This design comes from an exercise in tuning for small area on the open sky130 flow, not from production work. Only simulation tests tie the RTL to the original design; equivalence was not proved. No activity file was given, so power comes from the tool's default toggle rates.

== run A ==
## reg_file
module reg_file
#(
   parameter int unsigned DATA_WIDTH = reg_file_pkg::DATA_WIDTH_DEFAULT,
   parameter int unsigned ADDR_WIDTH = reg_file_pkg::ADDR_WIDTH_DEFAULT
) (
   input  logic                  clk,
   input  logic                  reset,
   input  logic                  reg_write,
   input  logic [ADDR_WIDTH-1:0] reg_write_dest,
   input  logic [ADDR_WIDTH-1:0] reg_read_addr_1,
   input  logic [ADDR_WIDTH-1:0] reg_read_addr_2,
   input  logic [DATA_WIDTH-1:0] reg_write_data,
   output logic [DATA_WIDTH-1:0] reg_read_data_1,
   output logic [DATA_WIDTH-1:0] reg_read_data_2
);
==> flow/config.mk <==
export PLATFORM = sky130hd
export DESIGN_NAME = reg_file
export DESIGN_NICKNAME = reg_file
export VERILOG_FILES = /design/flow/design.v
export SDC_FILE = /design/flow/constraint.sdc
export NUM_CORES = 4
export LEC_CHECK = 0
export ABC_CLOCK_PERIOD_IN_PS = 1000000
export CAP_MARGIN = 10
export CELL_PAD_IN_SITES_DETAIL_PLACEMENT = 1
export CELL_PAD_IN_SITES_GLOBAL_PLACEMENT = 1
export CORE_MARGIN = 2
export CORE_UTILIZATION = 30
export GPL_TIMING_DRIVEN = 0
export PLACE_DENSITY = 0.4
export SLEW_MARGIN = 10
export SYNTH_HIERARCHICAL = 1
==> flow/constraint.sdc <==
create_clock -name core_clock -period 7.0 [get_ports {clk}]
set_input_delay 1.4000 -clock core_clock [delete_from_list [all_inputs] [get_ports {clk}]]
set_output_delay 1.4000 -clock core_clock [all_outputs]
set_load 0.01 [all_outputs]
standard.sh (not shown) runs the stock make flow with config.mk's settings and CLKGATE_MAP_FILE= SYNTH_SCRIPT=/design/flow/synth_recipe.tcl, a recipe that flattens the netlist after the stock synthesis.
==> flow/flow/run.sh <==
#!/bin/bash
# The standard layout (bash standard.sh), with two changes made through ORFS's own
# variables: ports are buffered with the smallest buffer, and clock tree synthesis
# uses small clock buffers, larger sink clusters and no dummy loads.
set -euo pipefail
export BUFFER_PORTS_ARGS="-buffer_cell sky130_fd_sc_hd__buf_1"
export CTS_ARGS="-sink_clustering_enable -repair_clock_nets -dont_use_dummy_load -buf_list {sky130_fd_sc_hd__clkbuf_8} -sink_clustering_size 14 -sink_clustering_max_diameter 70"
bash standard.sh > standard.log 2>&1
Inputs modified between run A and run B:
- a change of PLACE_DENSITY from 0.4 to 0.35
- a deleted GPL_TIMING_DRIVEN that had been 0
- a change of CORE_UTILIZATION from 30 to 28
==> flow/flow/run.sh <==
#!/bin/bash
# The standard layout (bash standard.sh), with two changes made through ORFS's own
# variables: ports are buffered with the smallest buffer, and clock tree synthesis
# uses small clock buffers, larger sink clusters and no dummy loads.
set -euo pipefail
export BUFFER_PORTS_ARGS="-buffer_cell sky130_fd_sc_hd__buf_1"
export CTS_ARGS="-sink_clustering_enable -repair_clock_nets -dont_use_dummy_load -buf_list {sky130_fd_sc_hd__clkbuf_8} -sink_clustering_size 16 -sink_clustering_max_diameter 70"
bash standard.sh > standard.log 2>&1
[summary]
Number of nets in the final layout of run B is on par with run A. Compared with run A, run B shows a lower cell count along the critical path. On global routing usage on met3, the higher figure sits with run A, not run B. Run comparison: run B type of the most critical hold path input port to asynchronous set/reset pin; run A type of the most critical hold path register to register. Compared to run A, run B has starting utilization of the core area 1.9 points lower. From run A to run B the numbers moved as follows: cell count grew by 220; worst setup slack decreased by 0.20 ns relative to the old numbers; upper clock frequency limit dropped about 3.3%; wire length rose 0.87%.
The following lists how run C was set up differently from run B:
- CORE_UTILIZATION now 33, was 28
- PLACE_DENSITY now 0.45, was 0.35
==> flow/flow/run.sh <==
#!/bin/bash
# The standard layout (bash standard.sh), with two changes made through ORFS's own
# variables: ports are buffered with the smallest buffer, and clock tree synthesis
# uses small clock buffers, larger sink clusters and no dummy loads.
set -euo pipefail
export BUFFER_PORTS_ARGS="-buffer_cell sky130_fd_sc_hd__buf_1"
export CTS_ARGS="-sink_clustering_enable -repair_clock_nets -dont_use_dummy_load -buf_list {sky130_fd_sc_hd__clkbuf_8} -sink_clustering_size 14 -sink_clustering_max_diameter 70"
bash standard.sh > standard.log 2>&1
Results
- [run C vs run B] via count of the first global-routing pass: higher in run C
- The final reports for run C and run B show growth of design area from synthesis to finish lower in the former.
- [run C] time the final worst path needs with I/O delays and setup fell 0.14 ns relative to run B
- Run C consumes less power than run B does.
- Lower initial core utilization among run B and run C: run B
- Looking at largest fanout of any net on the critical path, run C sits about 5.6% higher than run B does.
- Run C vs run B — die span in x dropped by a little under 10%
- Timing startpoint of the critical path = reg_read_addr_2[3]: run B; timing startpoint of the critical path = reg_read_addr_1[4]: run C
- Number of nets in the final layout essentially unchanged between run B and run C.
- Going from run B to run C, wire length on met3 grows by 25%.
- Density: run C denser than run B
The following lists how run D was set up differently from run C:
- SLEW_MARGIN: 10 -> 20
- PLACE_DENSITY: 0.45 -> 0.3
- CORE_UTILIZATION: 33 -> 25
- CAP_MARGIN: 10 -> 20
==> flow/flow/run.sh <==
#!/bin/bash
# The standard layout (bash standard.sh), with two changes made through ORFS's own
# variables: ports are buffered with the smallest buffer, and clock tree synthesis
# uses small clock buffers, larger sink clusters and no dummy loads.
set -euo pipefail
export BUFFER_PORTS_ARGS="-buffer_cell sky130_fd_sc_hd__buf_1"
export CTS_ARGS="-sink_clustering_enable -repair_clock_nets -dont_use_dummy_load -buf_list {sky130_fd_sc_hd__clkbuf_4 sky130_fd_sc_hd__clkbuf_8} -sink_clustering_size 20 -sink_clustering_max_diameter 60"
bash standard.sh > standard.log 2>&1
[summary]
Relative to run C, the fmax of run D is lower by 3.4%.
[compare] base=run C new=run D: number of different library cells in the post-synthesis netlist comparable, overall power of the completed layout up 4.8%.
Run D vs run C — internal reg-to-reg setup slack rose 0.03 ns.
Run D: met3 routing resource usage after global routing 4.4 points below run C
In the metrics for run D and run C, the one carrying the higher internal portion of total power is run D.
For run D, the start point of the critical path was reg_read_addr_2[1], unlike run C, where it was reg_read_addr_1[4].
Between run D and run C, it is run D whose global-route wire length before repair is higher, by about 11%.
On utilization: between run D and run C, it ends up higher for run C.
Final layout net count: run D vs run C up 119
In run D the biggest cell delay along the critical path turned out 0.30 ns lower than in run C.
--- input diff run D..run E ---
- a change of CAP_MARGIN from 20 to 10
- a change of PLACE_DENSITY from 0.3 to 0.4
- a change of SLEW_MARGIN from 20 to 10
- a change of CORE_UTILIZATION from 25 to 30
==> flow/flow/run.sh <==
#!/bin/bash
# The standard layout (bash standard.sh), with two changes made through ORFS's own
# variables: ports are buffered with the smallest buffer, and clock tree synthesis
# uses small clock buffers, larger sink clusters and no dummy loads.
set -euo pipefail
export BUFFER_PORTS_ARGS="-buffer_cell sky130_fd_sc_hd__buf_1"
export CTS_ARGS="-sink_clustering_enable -repair_clock_nets -dont_use_dummy_load -buf_list {sky130_fd_sc_hd__clkbuf_8} -sink_clustering_size 14 -sink_clustering_max_diameter 70"
bash standard.sh > standard.log 2>&1
--- outcome ---
When run E is set beside run D, its number of buffers and inverters on the critical path turns out to be 2 smaller. Against run D, run E comes in 9.9% lower on sum of routed wire length over all layers. Compared with run D, placement density in the core of run E is higher. Run E: worst setup slack lower than run D. Run E vs. run D: post-synthesis to final-layout area growth went down by 2.7 points. Number of fill cells in the layout (run E over run D): decrease, about 17%. On fmax, run D beats run E. Going from run D to run E, the via count was found to have gone down by 820. Where power is concerned, run D is outperformed by run E. Run E vs run D, power consumed by combinational cells went down by about 2%.

==> what the ideal ports hide <==
No port has a modelled driver above. Below, the same layouts with a new extraction and two added sets of constraints. Step 1: set_driving_cell puts a clkbuf_16 on clk and a buf_2 on each other input, an assumption about the parent block. Step 2, shift: input delay + t, output delay - t, t = (earliest + latest rising clock arrival at the registers) / 2. This alone moves slack from input paths to output paths. Slacks: no drivers / after step 1 / after step 2; pairs: no drivers / after step 1.
run	t, ns	setup slack, ns	latest minus earliest clock arrival (ns)	worst data-port slew with drivers (ns)
run A	1.083	1.092 / 1.066 / 1.066	0.078 / 0.077	0.22
run B	1.109	0.888 / 0.863 / 0.863	0.098 / 0.097	0.04
run C	1.062	1.024 / 0.995 / 0.995	0.085 / 0.084	0.06
run D	1.192	0.812 / 0.778 / 0.778	0.101 / 0.101	0.08
run E	1.046	0.575 / 0.548 / 0.548	0.073 / 0.072	0.17
After both steps every run listed still meets setup and hold. For run D, which loses most, drivers alone change the setup slack by -0.034 ns; drivers and shift together by -0.034 ns.
